What follows belongs to an exercise in optimizing a design on an open flow for small area; a production flow would make more cautious choices. No activity file was given, so power comes from the tool's default toggle rates.

==> flow/design.v <==
module dmr_ins_inv (
  input  logic        wsel,
  input  logic        keep,
  input  logic [31:0] w,
  input  logic [31:0] prev,
  output logic [31:0] d
);
  assign d = ~(({32{wsel}} & w) | ({32{keep}} & prev));
endmodule
module dmr_ins_true (
  input  logic        wseln,
  input  logic        keepn,
  input  logic [31:0] wn,
  input  logic [31:0] prevn,
  output logic [31:0] d
);
  assign d = ~(({32{wseln}} | wn) & ({32{keepn}} | prevn));
endmodule
module dmr_aoi3 (
  input  logic [2:0]       sel,
  input  logic [2:0][31:0] din,
  output logic [31:0]      doutn
);
  assign doutn = ~(({32{sel[0]}} & din[0]) | ({32{sel[1]}} & din[1]) | ({32{sel[2]}} & din[2]));
endmodule
module dmr_aoi2 (
  input  logic [1:0]       sel,
  input  logic [1:0][31:0] din,
  output logic [31:0]      doutn
);
  assign doutn = ~(({32{sel[0]}} & din[0]) | ({32{sel[1]}} & din[1]));
endmodule
module dmr_nand6 (
  input  logic [5:0][31:0] dinn,
  output logic [31:0]      dout
);
  assign dout = ~(dinn[0] & dinn[1] & dinn[2] & dinn[3] & dinn[4] & dinn[5]);
endmodule
module data_mem_responder #(
  parameter int DEPTH       = 64,
  parameter int WAIT_CYCLES = 2
) (
  input  logic        clk,
  input  logic        reset,
  input  logic        mem_read,
  input  logic        mem_write,
  input  logic [31:0] addr,
  input  logic [31:0] wdata,
  output logic [31:0] rdata,
  output logic        ready,
  output logic        busy,
  output logic        err
);
  localparam int NPT = DEPTH / 4;   
  logic [DEPTH-1:0][31:0] ring;
  logic [5:0]  phase;
  logic        swept;
  logic [1:0]  cnt;
  logic [5:0]  capIdx;
  logic [31:0] capWdata;
  logic        capRead;
  logic        capWrite;
  logic        capFault;
  logic        fault;
  logic [5:0]  useIdx;
  logic [31:0] useWdata;
  logic [31:0] useWdataN;
  logic        useRead;
  logic        useWrite;
  logic [5:0]  pos;
  logic        sweep;
  logic [NPT-1:0] ptSel;
  logic [NPT-1:0] wsel;      
  logic [NPT-1:0] keep;      
  logic [16:0]   rsel;      
  logic [16:0][31:0] rsrc;
  logic [5:0][31:0]  rpart;
  logic [31:0] rnext;
  logic [DEPTH-1:0][31:0] ringNext;
  logic [NPT-1:0][31:0]   insD;
  assign fault     = (addr[1:0] != 2'b00) || (addr[31:8] != 24'd0) || (mem_read && mem_write);
  assign busy      = (cnt != 2'd0);
  assign err       = ready && capFault;
  assign useIdx    = busy ? capIdx   : addr[7:2];
  assign useWdata  = busy ? capWdata : wdata;
  assign useWdataN = ~useWdata;
  assign useRead   = busy ? capRead  : (mem_read && !fault);
  assign useWrite  = busy ? capWrite : (mem_write && !fault);
  assign pos       = useIdx + phase;
  assign sweep     = !swept;
  always_comb begin
    for (int k = 0; k < NPT; k++) begin
      ptSel[k] = (pos[1:0] == 2'b11) && (pos[5:2] == 4'(k));
      wsel[k]  = useWrite && ptSel[k];
      rsel[k]  = useRead && ptSel[k] && !sweep;
      keep[k]  = !wsel[(k+NPT-1)%NPT] && !sweep;
      rsrc[k]  = k[0] ? insD[(k+1)%NPT] : ring[4*k+3];
    end
    rsel[NPT]   = !(useRead && (pos[1:0] == 2'b11));
    rsrc[NPT]   = rdata;
  end
  for (genvar g = 0; g < 5; g++) begin : g_rd
    dmr_aoi3 u_aoi (.sel(rsel[3*g+2:3*g]), .din(rsrc[3*g+2:3*g]), .doutn(rpart[g]));
  end
  dmr_aoi2 u_aoi2 (.sel(rsel[16:15]), .din(rsrc[16:15]), .doutn(rpart[5]));
  dmr_nand6 u_rd (.dinn(rpart), .dout(rnext));
  for (genvar m = 0; m < NPT; m++) begin : g_pt
    if (m % 2 == 1) begin : g_inv
      dmr_ins_inv u_ins (
        .wsel(wsel[(m+NPT-1)%NPT]), .keep(keep[m]), .w(useWdata),
        .prev(ring[(4*m+DEPTH-1)%DEPTH]), .d(insD[m])
      );
    end else begin : g_true
      dmr_ins_true u_ins (
        .wseln(!wsel[(m+NPT-1)%NPT]), .keepn(!keep[m]), .wn(useWdataN),
        .prevn(ring[(4*m+DEPTH-1)%DEPTH]), .d(insD[m])
      );
    end
  end
  always_comb begin
    for (int i = 0; i < DEPTH; i++)
      ringNext[i] = (i % 4 == 0) ? insD[i/4] : ring[(i+DEPTH-1)%DEPTH];
  end
  always_ff @(posedge clk or negedge reset) begin
    if (!reset) begin
      phase <= 6'd0;
      swept <= 1'b0;
      cnt   <= 2'd0;
      ready <= 1'b0;
    end else begin
      phase <= phase + 6'd1;
      if (phase[1:0] == 2'b11) swept <= 1'b1;
      ready <= (cnt == 2'd3);
      if (busy) cnt <= cnt + 2'd1;
      else if (mem_read || mem_write) cnt <= 2'd1;
    end
  end
  always_ff @(posedge clk) begin
    if (!busy) begin
      capIdx   <= addr[7:2];
      capWdata <= wdata;
      capRead  <= mem_read && !fault;
      capWrite <= mem_write && !fault;
      capFault <= fault;
    end
  end
  always_ff @(posedge clk) begin
    rdata <= rnext;
    ring  <= ringNext;
  end
endmodule
==> flow/config.mk <==
export PLATFORM = sky130hd
export DESIGN_NAME = data_mem_responder
export DESIGN_NICKNAME = data_mem_responder
export VERILOG_FILES = /design/flow/design.v
export SDC_FILE = /design/flow/constraint.sdc
export NUM_CORES = 4
export LEC_CHECK = 0
export CAP_MARGIN = 20
export CORE_MARGIN = 2
export CORE_UTILIZATION = 60
export SLEW_MARGIN = 20
export SYNTH_HIERARCHICAL = 1
==> flow/constraint.sdc <==
create_clock -name core_clock -period 7.0 [get_ports {clk}]
set_input_delay 1.4000 -clock core_clock [delete_from_list [all_inputs] [get_ports {clk}]]
set_output_delay 1.4000 -clock core_clock [all_outputs]
set_load 0.01 [all_outputs]
standard.sh (not shown) runs the stock make flow with config.mk's settings and CLKGATE_MAP_FILE= SYNTH_SCRIPT=/design/flow/synth_recipe.tcl, a recipe that flattens the netlist after the stock synthesis.
==> flow/flow/run.sh <==
#!/bin/bash
set -e
export CTS_ARGS="-sink_clustering_enable -repair_clock_nets -dont_use_dummy_load -buf_list sky130_fd_sc_hd__clkbuf_8 -sink_clustering_size 20 -sink_clustering_max_diameter 60"
export BUFFER_PORTS_ARGS="-buffer_cell sky130_fd_sc_hd__buf_1"
bash standard.sh > standard.log 2>&1
Change:
==> flow/run.sh (new file) <==
#!/bin/bash
# synth_recipe.tcl (not shown) runs the flow's synth.tcl, then flattens the netlist and writes it again
# the make line also repeats each setting of config.mk as NAME=value (left out here)
make -C /OpenROAD-flow-scripts/flow DESIGN_CONFIG=/design/flow/config.mk WORK_HOME=/design/flow/orfs CLKGATE_MAP_FILE= SYNTH_SCRIPT=/design/flow/synth_recipe.tcl finish
CTS_BUF_LIST = sky130_fd_sc_hd__clkbuf_16   (was not set)
CTS_CLUSTER_DIAMETER = 40   (was not set)
CTS_CLUSTER_SIZE = 26   (was not set)
removed: flow/flow/run.sh
removed: flow/standard.sh
Result: The changed run completed without violations; via count went up by 2.5%; total power went up by 26%; core utilization went up by 5.8 points; clock-buffer cell count went up by 53; flip-flop and latch count does not change.
No run of this note included a check of the RTL's function; only the layout flow was run.

-- port drivers added, routing unchanged --
The results above use ideal ports. As a check the final layouts listed here were re-extracted and re-timed, cells and wires unchanged. Step 1, drivers: a clkbuf_16 drives clk and a buf_2 each remaining input, both assumed. Step 2, shift: input delay + t, output delay - t, t = (earliest + latest rising clock arrival at the registers) / 2. This alone moves slack from input paths to output paths. a / b / c = ideal ports / drivers / drivers and shift; a / b = the first two.
run	t, ns	setup slack, ns	hold slack, ns	worst data-port slew with drivers (ns)
the first run	0.820	1.649 / 1.649 / 1.288	0.286 / 0.286 / 0.286	0.08
the second run	0.821	1.532 / 1.532 / 0.947	0.308 / 0.308 / 0.308	0.08
After both steps setup and hold are still met in every run listed. For the second run, which loses most, drivers alone change the setup slack by 0.000 ns; drivers and shift together by -0.585 ns.
